Context: an optimization exercise on an open-source flow, tuned for small area and a short achievable clock period. The choices shown serve that exercise and are no tape-out recipe.
At most, simulation tests tie the RTL to the original design; equivalence was not proved.
No activity file was given, so power comes from the tool's default toggle rates.

==> run a: inputs <==
## goodness_tracker
module goodness_tracker
#(
  parameter int CORE_NUM            = 4,
  parameter int POST_NEUR_PARALLEL  = 8,
  parameter int POST_NEUR_MEM_WIDTH = 13,
  parameter int GOODNESS_WIDTH      = 24
) (
  input  logic                                                    clk,
  input  logic                                                    rst,
  input  logic [CORE_NUM-1:0]                                     core_valid,
  input  logic [CORE_NUM-1:0]                                     core_last,
  input  logic [CORE_NUM-1:0]                                     core_clear,
  input  logic [CORE_NUM*POST_NEUR_PARALLEL*POST_NEUR_MEM_WIDTH-1:0] core_mem_bus,
  input  logic                                                    mode,
  input  logic [3:0]                                              avg_shift,
  input  logic [GOODNESS_WIDTH-1:0]                               theta,
  output logic [CORE_NUM*GOODNESS_WIDTH-1:0]                      sample_bus,
  output logic [CORE_NUM*GOODNESS_WIDTH-1:0]                      avg_bus,
  output logic [CORE_NUM-1:0]                                     done,
  output logic [CORE_NUM-1:0]                                     above_theta
);
==> module goodness_tracker, before the edit <==
module goodness_tracker
#(
  parameter int CORE_NUM            = 4,
  parameter int POST_NEUR_PARALLEL  = 8,
  parameter int POST_NEUR_MEM_WIDTH = 13,
  parameter int GOODNESS_WIDTH      = 24
) (
  input  logic                                                    clk,
  input  logic                                                    rst,
  input  logic [CORE_NUM-1:0]                                     core_valid,
  input  logic [CORE_NUM-1:0]                                     core_last,
  input  logic [CORE_NUM-1:0]                                     core_clear,
  input  logic [CORE_NUM*POST_NEUR_PARALLEL*POST_NEUR_MEM_WIDTH-1:0] core_mem_bus,
  input  logic                                                    mode,
  input  logic [3:0]                                              avg_shift,
  input  logic [GOODNESS_WIDTH-1:0]                               theta,
  output logic [CORE_NUM*GOODNESS_WIDTH-1:0]                      sample_bus,
  output logic [CORE_NUM*GOODNESS_WIDTH-1:0]                      avg_bus,
  output logic [CORE_NUM-1:0]                                     done,
  output logic [CORE_NUM-1:0]                                     above_theta
);
  localparam int P     = POST_NEUR_PARALLEL;
  localparam int M     = POST_NEUR_MEM_WIDTH;
  localparam int G     = GOODNESS_WIDTH;
  localparam int T_W   = 28;    
  localparam int NCUT  = 103;   
  localparam logic [G-1:0] G_MAX = '1;
  for (genvar c = 0; c < CORE_NUM; c++) begin : g_core
    logic             s1_valid;
    logic             s1_last;     
    logic             s2_valid;    
    logic             seeded;
    logic             done_q;
    logic             above_q;
    logic [G-1:0]     acc_q;
    logic [G-1:0]     sample_q;
    logic [G-1:0]     avg_q;
    logic [NCUT-1:0]  cut_q;       
    logic [P*(M-1)-1:0] ny;
    logic [P*(M-1)-1:0] nl;
    logic [NCUT-1:0]  cut;
    logic [T_W-1:0]   tot_s;
    logic [T_W-1:0]   tot_c;
    logic [T_W-1:0]   tot;
    logic [G-1:0]     acc_sat;
    logic             sat;
    logic [G-1:0]     cmp_s;
    logic [G-1:0]     cmp_c;
    logic             gt;
    logic             above_d;
    logic [3:0]       sh;
    logic [G-1:0]     avg_dn;
    logic [G-1:0]     smp_dn;
    logic [G-1:0]     ema_s;
    logic [G-1:0]     ema_c;
    logic [G-1:0]     avg_next;
    for (genvar n = 0; n < P; n++) begin : g_neur
      logic [M-1:0] v;
      assign v = core_mem_bus[(c*P+n)*M +: M];
      assign ny[n*(M-1) +: M-1] = ~(v[M-2:0] & {(M-1){mode & ~v[M-1]}});
      assign nl[n*(M-1) +: M-1] = ~(v[M-2:0] & {(M-1){~mode & ~v[M-1]}});
    end
    goodness_beat_reduce u_reduce (
      .ny  (ny),
      .nl  (nl),
      .cut (cut)
    );
    always_ff @(posedge clk) begin
      cut_q <= cut;
    end
    goodness_acc_tree u_acc (
      .cut   (cut_q),
      .acc   (acc_q),
      .sum_s (tot_s),
      .sum_c (tot_c)
    );
    assign tot     = tot_s + tot_c;
    assign sat     = |tot[T_W-1:G];
    assign acc_sat = sat ? G_MAX : tot[G-1:0];
    for (genvar i = 0; i < G; i++) begin : g_cmp
      goodness_fa u_fa (
        .a  (tot_s[i]),
        .b  (tot_c[i]),
        .c  (~theta[i]),
        .s  (cmp_s[i]),
        .co (cmp_c[i])
      );
    end
    goodness_gt u_gt (
      .a  (cmp_s),
      .b  (cmp_c),
      .gt (gt)
    );
    assign above_d = sat ? ~&theta : gt;
    assign sh       = avg_shift & {4{seeded}};
    assign avg_dn   = avg_q >> avg_shift;
    assign smp_dn   = sample_q >> sh;
    for (genvar i = 0; i < G; i++) begin : g_ema
      goodness_fa u_fa (
        .a  (avg_q[i]),
        .b  (smp_dn[i]),
        .c  (~avg_dn[i]),
        .s  (ema_s[i]),
        .co (ema_c[i])
      );
    end
    goodness_add24 u_ema_add (
      .a (ema_s),
      .b ({ema_c[G-2:0], 1'b1}),
      .y (avg_next)
    );
    always_ff @(posedge clk or posedge rst) begin
      if (rst) begin
        s1_valid <= 1'b0;
        s1_last  <= 1'b0;
        s2_valid <= 1'b0;
        seeded   <= 1'b0;
        done_q   <= 1'b0;
        above_q  <= 1'b0;
        acc_q    <= '0;
        sample_q <= '0;
        avg_q    <= '0;
      end else if (core_clear[c]) begin
        s1_valid <= 1'b0;
        s1_last  <= 1'b0;
        s2_valid <= 1'b0;
        seeded   <= 1'b0;
        done_q   <= 1'b0;
        above_q  <= 1'b0;
        acc_q    <= '0;
        sample_q <= '0;
        avg_q    <= '0;
      end else begin
        s1_valid <= core_valid[c];
        s1_last  <= core_valid[c] & core_last[c];
        done_q   <= s2_valid;
        s2_valid <= s1_last;
        if (s2_valid) begin
          avg_q  <= avg_next;
          seeded <= 1'b1;
        end
        if (s1_valid) begin
          if (s1_last) begin
            sample_q <= acc_sat;
            above_q  <= above_d;
            acc_q    <= '0;
          end else begin
            acc_q    <= acc_sat;
          end
        end
      end
    end
    assign sample_bus[c*G +: G] = sample_q;
    assign avg_bus[c*G +: G]    = avg_q;
    assign done[c]              = done_q;
    assign above_theta[c]       = above_q;
  end
endmodule
Settings: LEC_CHECK=0, CAP_MARGIN=20, CORE_MARGIN=2, CORE_UTILIZATION=38, SETUP_SLACK_MARGIN=5, SLEW_MARGIN=20, SYNTH_HIERARCHICAL=1, SYNTH_MINIMUM_KEEP_SIZE=0, TNS_END_PERCENT=10; clock period 15.0 ns.
standard.sh (not shown) runs the stock make flow with config.mk's settings and CLKGATE_MAP_FILE= SYNTH_SCRIPT=/design/flow/synth_recipe.tcl, a recipe that flattens the netlist after the stock synthesis.
==> flow/flow/run.sh <==
#!/bin/bash
set -euo pipefail
bash standard.sh SETUP_SLACK_MARGIN=8.5 \
  "BUFFER_PORTS_ARGS=-buffer_cell sky130_fd_sc_hd__buf_1" finish > standard_flow.log 2>&1
==> run b: changes against run a <==
--- a/flow/design.v
+++ b/flow/design.v
@@ -3664,6 +3664,6 @@
     );
     assign above_d = sat ? ~&theta : gt;
-    assign sh       = avg_shift & {4{seeded}};
-    assign avg_dn   = avg_q >> avg_shift;
+    assign sh       = avg_shift;
+    assign avg_dn   = avg_q >> sh;
     assign smp_dn   = sample_q >> sh;
     for (genvar i = 0; i < G; i++) begin : g_ema
@@ -3708,5 +3708,5 @@
         s2_valid <= s1_last;
         if (s2_valid) begin
-          avg_q  <= avg_next;
+          avg_q  <= seeded ? avg_next : sample_q;
           seeded <= 1'b1;
         end
==> notes <==
- Of run a and run b, run b has the higher cell area (gap about 0.75%, measured against run b).
- Sequential share of layout area: run b is lower than run a (0.098 points).
- Global-route usage: run a is lower than run b (0.98 points).
- In run a the synthesized area is smaller than in run b, by about 0.6%.
- In sequential power, run b and run a hardly differ.

========
==> trial 90: inputs <==
Another version of the RTL of goodness_tracker (not shown whole).
==> flow/design.v (excerpt) <==
module goodness_tracker
#(
  parameter int CORE_NUM            = 4,
  parameter int POST_NEUR_PARALLEL  = 8,
  parameter int POST_NEUR_MEM_WIDTH = 13,
  parameter int GOODNESS_WIDTH      = 24
) (
  input  logic                                                    clk,
  input  logic                                                    rst,
  input  logic [CORE_NUM-1:0]                                     core_valid,
  input  logic [CORE_NUM-1:0]                                     core_last,
  input  logic [CORE_NUM-1:0]                                     core_clear,
  input  logic [CORE_NUM*POST_NEUR_PARALLEL*POST_NEUR_MEM_WIDTH-1:0] core_mem_bus,
  input  logic                                                    mode,
  input  logic [3:0]                                              avg_shift,
  input  logic [GOODNESS_WIDTH-1:0]                               theta,
  output logic [CORE_NUM*GOODNESS_WIDTH-1:0]                      sample_bus,
  output logic [CORE_NUM*GOODNESS_WIDTH-1:0]                      avg_bus,
  output logic [CORE_NUM-1:0]                                     done,
  output logic [CORE_NUM-1:0]                                     above_theta
);
clock: 15.0 ns
lec_check: 0
cap_margin: 20
core_margin: 2
core_utilization: 38
setup_slack_margin: 5
slew_margin: 20
synth_hierarchical: 1
synth_minimum_keep_size: 0
tns_end_percent: 10
Scripts as last shown in full above: flow/flow/run.sh
==> inputs of trial 62, as changes to trial 90 <==
--- a/flow/design.v
+++ b/flow/design.v
@@ -3306,18 +3306,23 @@
   logic kg51, kp51;
   assign kg51 = kg35 | (kp35 & kg43);
   assign kp51 = kp35 & kp43;
   assign y = p ^ {kg50, kg49, kg48, kg47, kg46, kg45, kg44, kg43, kg42, kg41, kg40, kg39, kg38, kg37, kg36, kg27, kg26, kg25, kg24, kg13, kg12, kg0, g[0], 1'b0};
   assign sat = (|s[27:24]) | (|c[27:24]) | kg51;
 endmodule
 module goodness_gt (
-  input  logic [23:0] a,
-  input  logic [23:0] b,
+  input  logic [23:0] s,
+  input  logic [23:0] c,
+  input  logic [23:0] theta,
   output logic gt
 );
+  logic [23:0] a, b;
+  for (genvar i = 0; i < 24; i++) begin : g_csa
+    goodness_fa u_fa (.a(s[i]), .b(c[i]), .c(~theta[i]), .s(a[i]), .co(b[i]));
+  end
   logic [23:0] b2, p, g;
   assign b2 = {b[22:0], 1'b0};
   assign p = a ^ b2;
   assign g = a & b2;
   logic tg0, tp0;
   assign tg0 = g[1] | (p[1] & g[0]);
   assign tp0 = p[1] & p[0];
@@ -3608,19 +3613,17 @@
     logic [G-1:0]     avg_q;
     logic [NCUT-1:0]  cut_q;       
     logic [P*(M-1)-1:0] ny;
     logic [P*(M-1)-1:0] nl;
     logic [NCUT-1:0]  cut;
     logic [T_W-1:0]   tot_s;
     logic [T_W-1:0]   tot_c;
-    logic [T_W-1:0]   tot;
+    logic [G-1:0]     tot;
     logic [G-1:0]     acc_sat;
     logic             sat;
-    logic [G-1:0]     cmp_s;
-    logic [G-1:0]     cmp_c;
     logic             gt;
     logic             above_d;
     logic [3:0]       sh;
     logic [G-1:0]     avg_dn;
     logic [G-1:0]     smp_dn;
     logic [G-1:0]     ema_s;
     logic [G-1:0]     ema_c;
@@ -3641,34 +3644,30 @@
     end
     goodness_acc_tree u_acc (
       .cut   (cut_q),
       .acc   (acc_q),
       .sum_s (tot_s),
       .sum_c (tot_c)
     );
-    assign tot     = tot_s + tot_c;
-    assign sat     = |tot[T_W-1:G];
-    assign acc_sat = sat ? G_MAX : tot[G-1:0];
-    for (genvar i = 0; i < G; i++) begin : g_cmp
-      goodness_fa u_fa (
-        .a  (tot_s[i]),
-        .b  (tot_c[i]),
-        .c  (~theta[i]),
-        .s  (cmp_s[i]),
-        .co (cmp_c[i])
-      );
-    end
+    goodness_total u_total (
+      .s   (tot_s),
+      .c   (tot_c),
+      .y   (tot),
+      .sat (sat)
+    );
+    assign acc_sat = sat ? G_MAX : tot;
     goodness_gt u_gt (
-      .a  (cmp_s),
-      .b  (cmp_c),
-      .gt (gt)
+      .s     (tot_s[G-1:0]),
+      .c     (tot_c[G-1:0]),
+      .theta (theta),
+      .gt    (gt)
     );
     assign above_d = sat ? ~&theta : gt;
-    assign sh       = avg_shift & {4{seeded}};
-    assign avg_dn   = avg_q >> avg_shift;
+    assign sh       = avg_shift;
+    assign avg_dn   = avg_q >> sh;
     assign smp_dn   = sample_q >> sh;
     for (genvar i = 0; i < G; i++) begin : g_ema
       goodness_fa u_fa (
         .a  (avg_q[i]),
         .b  (smp_dn[i]),
         .c  (~avg_dn[i]),
         .s  (ema_s[i]),
@@ -3703,15 +3702,15 @@
         avg_q    <= '0;
       end else begin
         s1_valid <= core_valid[c];
         s1_last  <= core_valid[c] & core_last[c];
         done_q   <= s2_valid;
         s2_valid <= s1_last;
         if (s2_valid) begin
-          avg_q  <= avg_next;
+          avg_q  <= seeded ? avg_next : sample_q;
           seeded <= 1'b1;
         end
         if (s1_valid) begin
           if (s1_last) begin
             sample_q <= acc_sat;
             above_q  <= above_d;
             acc_q    <= '0;
==> qor summary <==
| item | trial 62 | trial 90 |
|---|---|---|
| First-pass iteration count of the detailed router | 9 | 6 |
| Number of diodes added for antenna fixing | 38 | 9 |
| Post-route setup slack | 8.33 ns | 8.37 ns |
| Initial antenna violation count | 37 | 17 |
| Die height | 557 um | 555 um |
| Met3 track demand over resource in global routing | 0.0883 | 0.0785 |
| Register fraction of the total cell area | 0.135 | 0.138 |
| Non-clk invs | 432 | 336 |
| Unique cell type count in the Yosys netlist | 77 | 98 |
| Share of cell area taken by multi-input logic gates | 0.737 | 0.749 |
| Clock buffer cells | 132 | 110 |
| Post-synthesis to final-layout area growth | 4.58% | 2.91% |
| Switching power as a share of total power | 0.468 | 0.487 |
| Run status | timing/DRC/antenna clean | timing/DRC/antenna clean |
| Detailed route wirelength on metal2 | 195000 um | 178000 um |
| Critical path startpoint | avg_shift[2] | theta[18] |
| Multi-In Gates | 8621 | 8944 |
| Post-route clock period utilization | 0.445 | 0.442 |
The RTL of trial 62 was laid out without a check of its function.

## port drivers added, routing unchanged
How much do the figures lean on ideal ports? The routed layouts below were timed once more, with nothing changed but the port constraints.
Step 1, drivers: a clkbuf_16 drives clk and a buf_2 each remaining input, both assumed.
Step 2 moves the port delays by t, midway between the first and last clock arrival at a register: inputs arrive t later, outputs are due t later. That takes back most of the time a late clock gives input paths.
Slacks: ideal / step 1 / step 2; pairs: ideal / step 1.
run | t (ns) | setup slack, ns | worst hold slack (ns) | worst setup path at the end
run a | 0.818 | 8.343 / 8.265 / 7.447 | 0.486 / 0.486 / 0.486 | input to register
run b | 0.817 | 8.371 / 8.159 / 7.342 | 0.492 / 0.492 / 0.492 | input to register
trial 90 | 0.798 | 8.369 / 8.402 / 7.604 | 0.494 / 0.494 / 0.494 | input to register
trial 62 | 0.810 | 8.326 / 8.239 / 7.428 | 0.492 / 0.492 / 0.492 | input to register
After both steps setup and hold are still met in every run listed. The setup slack of run b, which loses most, moves by -0.212 ns with the drivers and by -1.029 ns with both steps.
